Source: an optimization exercise on an open RTL-to-GDS flow (aim: small area, a short achievable clock period and few clock cycles per item). Production flows keep margins and buffers that such runs may drop.
In this exercise RTL edits were held to simulation tests only and were not proved equivalent to the original.
No activity file was given, so power comes from the tool's default toggle rates.

// min_max_contrast_stretch
module min_max_contrast_stretch
#(
  parameter int FRAME_DEPTH = mmcs_pkg::DEF_FRAME_DEPTH
) (
  input  wire logic                       clk,
  input  wire logic                       rst_n,
  input  wire logic                       in_tvalid,
  output logic                            in_tready,
  input  wire logic signed [mmcs_pkg::SAMPLE_W-1:0] in_tdata,    
  input  wire logic                       in_tlast,    
  output logic                            out_tvalid,
  input  wire logic                       out_tready,
  output logic             [mmcs_pkg::PIXEL_W-1:0]  out_tdata,   
  output logic                            out_tlast,   
  input  wire logic                       cfg_wr_en,
  input  wire logic                       cfg_wr_data  
);
Size in the first run: roughly 8700 cells after synthesis, roughly 3300 flip-flops.
==> flow/config.mk <==
export PLATFORM = sky130hd
export DESIGN_NAME = min_max_contrast_stretch
export DESIGN_NICKNAME = min_max_contrast_stretch
export VERILOG_FILES = /design/flow/design.v
export SDC_FILE = /design/flow/constraint.sdc
export NUM_CORES = 4
export LEC_CHECK = 0
export CAP_MARGIN = 20
export CORE_MARGIN = 2
export CORE_UTILIZATION = 60
export CTS_CLUSTER_DIAMETER = 80
export CTS_CLUSTER_SIZE = 30
export PLACE_DENSITY = 0.7
export SETUP_SLACK_MARGIN = 3.2
export SLEW_MARGIN = 20
==> flow/constraint.sdc <==
create_clock -name core_clock -period 6.0 [get_ports {clk}]
set_input_delay 1.2000 -clock core_clock [delete_from_list [all_inputs] [get_ports {clk}]]
set_output_delay 1.2000 -clock core_clock [all_outputs]
set_load 0.01 [all_outputs]
standard.sh (not shown) runs the stock make flow with config.mk's settings and CLKGATE_MAP_FILE= SYNTH_SCRIPT=/design/flow/synth_recipe.tcl, a recipe that flattens the netlist after the stock synthesis.
==> flow/flow/run.sh <==
#!/bin/bash
# Layout flow: the standard ORFS flow (standard.sh) with two synthesis
# changes, both in the combinational mapping only (registers are untouched):
#  - ABC maps with a delay target (flow/abc_speed.script) instead of the
#    area-recovering &nf script;
#  - no full/half-adder cell extraction (ADDER_MAP_FILE empty), so ABC sees
#    the adders' logic.
# Everything else (floorplan, power grid, placement, CTS, routing, finish)
# is the standard flow. Each tool's output is in orfs/logs; make's own
# output is in standard.log.
set -euo pipefail
here=$(pwd)
rm -rf "$here/scripts_mod"
mkdir -p "$here/scripts_mod"
cp -r "$FLOW_HOME/scripts/." "$here/scripts_mod/"
cp "$here/flow/abc_speed.script" "$here/scripts_mod/abc_speed.script"
export SCRIPTS_DIR="$here/scripts_mod"
bash standard.sh SCRIPTS_DIR="$here/scripts_mod" ADDER_MAP_FILE= finish > "$here/standard.log" 2>&1
==> flow/flow/abc_speed.script <==
strash
dch
map -D 1200
buffer
upsize -D 1200
dnsize -D 1200
The first run went through all stages and came out clean.
Testbench counts at the start, summed over its fixed seeds: cycles 5,864, items 4,574.
==> next run, changes <==
--- a/flow/design.v
+++ b/flow/design.v
@@ -189,20 +189,22 @@
       else if (st)   fcnt_nx = fcnt_r + 7'd1;
     end
   end
   always_ff @(posedge clk) begin
     if (!rst_n) fcnt_r <= 7'd0;
     else        fcnt_r <= fcnt_nx;
   end
-  logic [31:0] mn_r, mx_r;
+  logic [31:0] mn_r, mx_r, mn_n, mx_n;
   logic        lt_mn, lt_mx, up_mn, up_mx;
   mmcs_lt #(.W(32)) u_lt_mn (.a(in_tdata), .b(mn_r), .lt(lt_mn));
   mmcs_lt #(.W(32)) u_lt_mx (.a(mx_r), .b(in_tdata), .lt(lt_mx));
   assign up_mn = wr & (first | lt_mn);
   assign up_mx = wr & (first | lt_mx);
+  assign mn_n  = up_mn ? in_tdata : mn_r;
+  assign mx_n  = up_mx ? in_tdata : mx_r;
   always_ff @(posedge clk) begin
     if (up_mn) mn_r <= in_tdata;
     if (up_mx) mx_r <= in_tdata;
   end
   logic [RN-1:0][32:0] ring;
   mmcs_ram #(.WIDTH(33), .DEPTH(RN)) u_ring (
     .clk   (clk),
@@ -223,48 +225,55 @@
   );
   logic [SW-1:0] e_r;
   always_ff @(posedge clk) begin
     if (!rst_n)                      e_r <= '0;
     else if (e_r == SW'(RN - 1))     e_r <= '0;
     else                             e_r <= e_r + SW'(1);
   end
-  logic [NF-1:0][31:0] fq_mn, fq_mx;
+  localparam int NQ = NF - 1;
+  logic [NQ-1:0][31:0] fq_mn, fq_mx;
   logic [NFW-1:0]      fq_cnt;              
   logic [NFW-1:0]      nf_r;                
-  logic [NF-1:0]       fq_rs, fq_ws;
+  logic [NQ-1:0]       fq_rs, fq_ws;
   logic [31:0]         mnH, mxH;
-  logic                pop;
+  logic                pop, room, push, pend_r;
   always_comb begin
     mnH = '0;
     mxH = '0;
-    for (int i = 0; i < NF; i++) begin
+    for (int i = 0; i < NQ; i++) begin
       mnH = mnH | (fq_mn[i] & {32{fq_rs[i]}});
       mxH = mxH | (fq_mx[i] & {32{fq_rs[i]}});
     end
   end
-  assign pop = launch & t_tap;
+  assign pop  = launch & t_tap;
+  assign room = (fq_cnt != NFW'(NQ)) | pop;
+  assign push = (close_ev | pend_r) & room;
   always_ff @(posedge clk) begin
-    for (int i = 0; i < NF; i++) begin
-      if (up_mn && fq_ws[i]) fq_mn[i] <= in_tdata;
-      if (up_mx && fq_ws[i]) fq_mx[i] <= in_tdata;
+    for (int i = 0; i < NQ; i++) begin
+      if (push && fq_ws[i]) begin
+        fq_mn[i] <= mn_n;
+        fq_mx[i] <= mx_n;
+      end
     end
   end
   logic acc_first;
   assign acc_first = acc & (fcnt_r == 7'd0);
   always_ff @(posedge clk) begin
     if (!rst_n) begin
       fq_cnt <= '0;
       nf_r   <= '0;
-      fq_rs  <= NF'(1);
-      fq_ws  <= NF'(1);
+      fq_rs  <= NQ'(1);
+      fq_ws  <= NQ'(1);
+      pend_r <= 1'b0;
     end else begin
-      fq_cnt <= fq_cnt + NFW'(close_ev) - NFW'(pop);
+      fq_cnt <= fq_cnt + NFW'(push) - NFW'(pop);
       nf_r   <= nf_r + NFW'(acc_first) - NFW'(pop);
-      if (close_ev) fq_ws <= {fq_ws[NF-2:0], fq_ws[NF-1]};
-      if (pop)      fq_rs <= {fq_rs[NF-2:0], fq_rs[NF-1]};
+      if (push) fq_ws <= {fq_ws[NQ-2:0], fq_ws[NQ-1]};
+      if (pop)  fq_rs <= {fq_rs[NQ-2:0], fq_rs[NQ-1]};
+      pend_r <= (close_ev | pend_r) & ~room;
     end
   end
   logic          sync_r, sync_nx;
   logic [SW-1:0] hb_r;
   logic [NCW-1:0] ocnt_r;
   logic          here, at_hb, credit, xfer;
   assign at_hb  = (e_r == hb_r);
Result: Area after synthesis decreases by about 2.5%; utilization came out higher by 0.24 points; final area falls by 2.3%; worst setup slack stays flat; sequential share of layout area goes down by 0.97 points; final cell count is lower by 1.1%; worst hold slack got worse by 0.0055 ns; clock power hardly moves.
Testbench counts after the change, summed over its fixed seeds: cycles 5,864, items 4,574.

static timing again, ports no longer ideal:
In the flow no input, the clock included, has a driving cell. The finished layouts below were timed again as built, in two steps.
Step 1 assumes that a clkbuf_16 drives the clock port and a buf_2 every other input.
Step 2, shift: input delay + t, output delay - t, t = (earliest + latest rising clock arrival at the registers) / 2. This alone moves slack from input paths to output paths.
Slacks: ideal / step 1 / step 2; pairs: ideal / step 1.
| run | shift t [ns] | setup slack, ns | hold slack, ns | worst setup path after step 2 | latest minus earliest clock arrival (ns) |
|---|---|---|---|---|---|
| the first run | 0.866 | 3.212 / 3.197 / 2.331 | 0.319 / 0.319 / 0.319 | input to register | 0.056 / 0.056 |
| the second run | 0.891 | 3.209 / 3.185 / 2.294 | 0.313 / 0.313 / 0.313 | input to register | 0.041 / 0.041 |
After both steps every run listed still meets setup and hold. The setup slack of the second run, which loses most, moves by -0.024 ns with the drivers and by -0.915 ns with both steps.
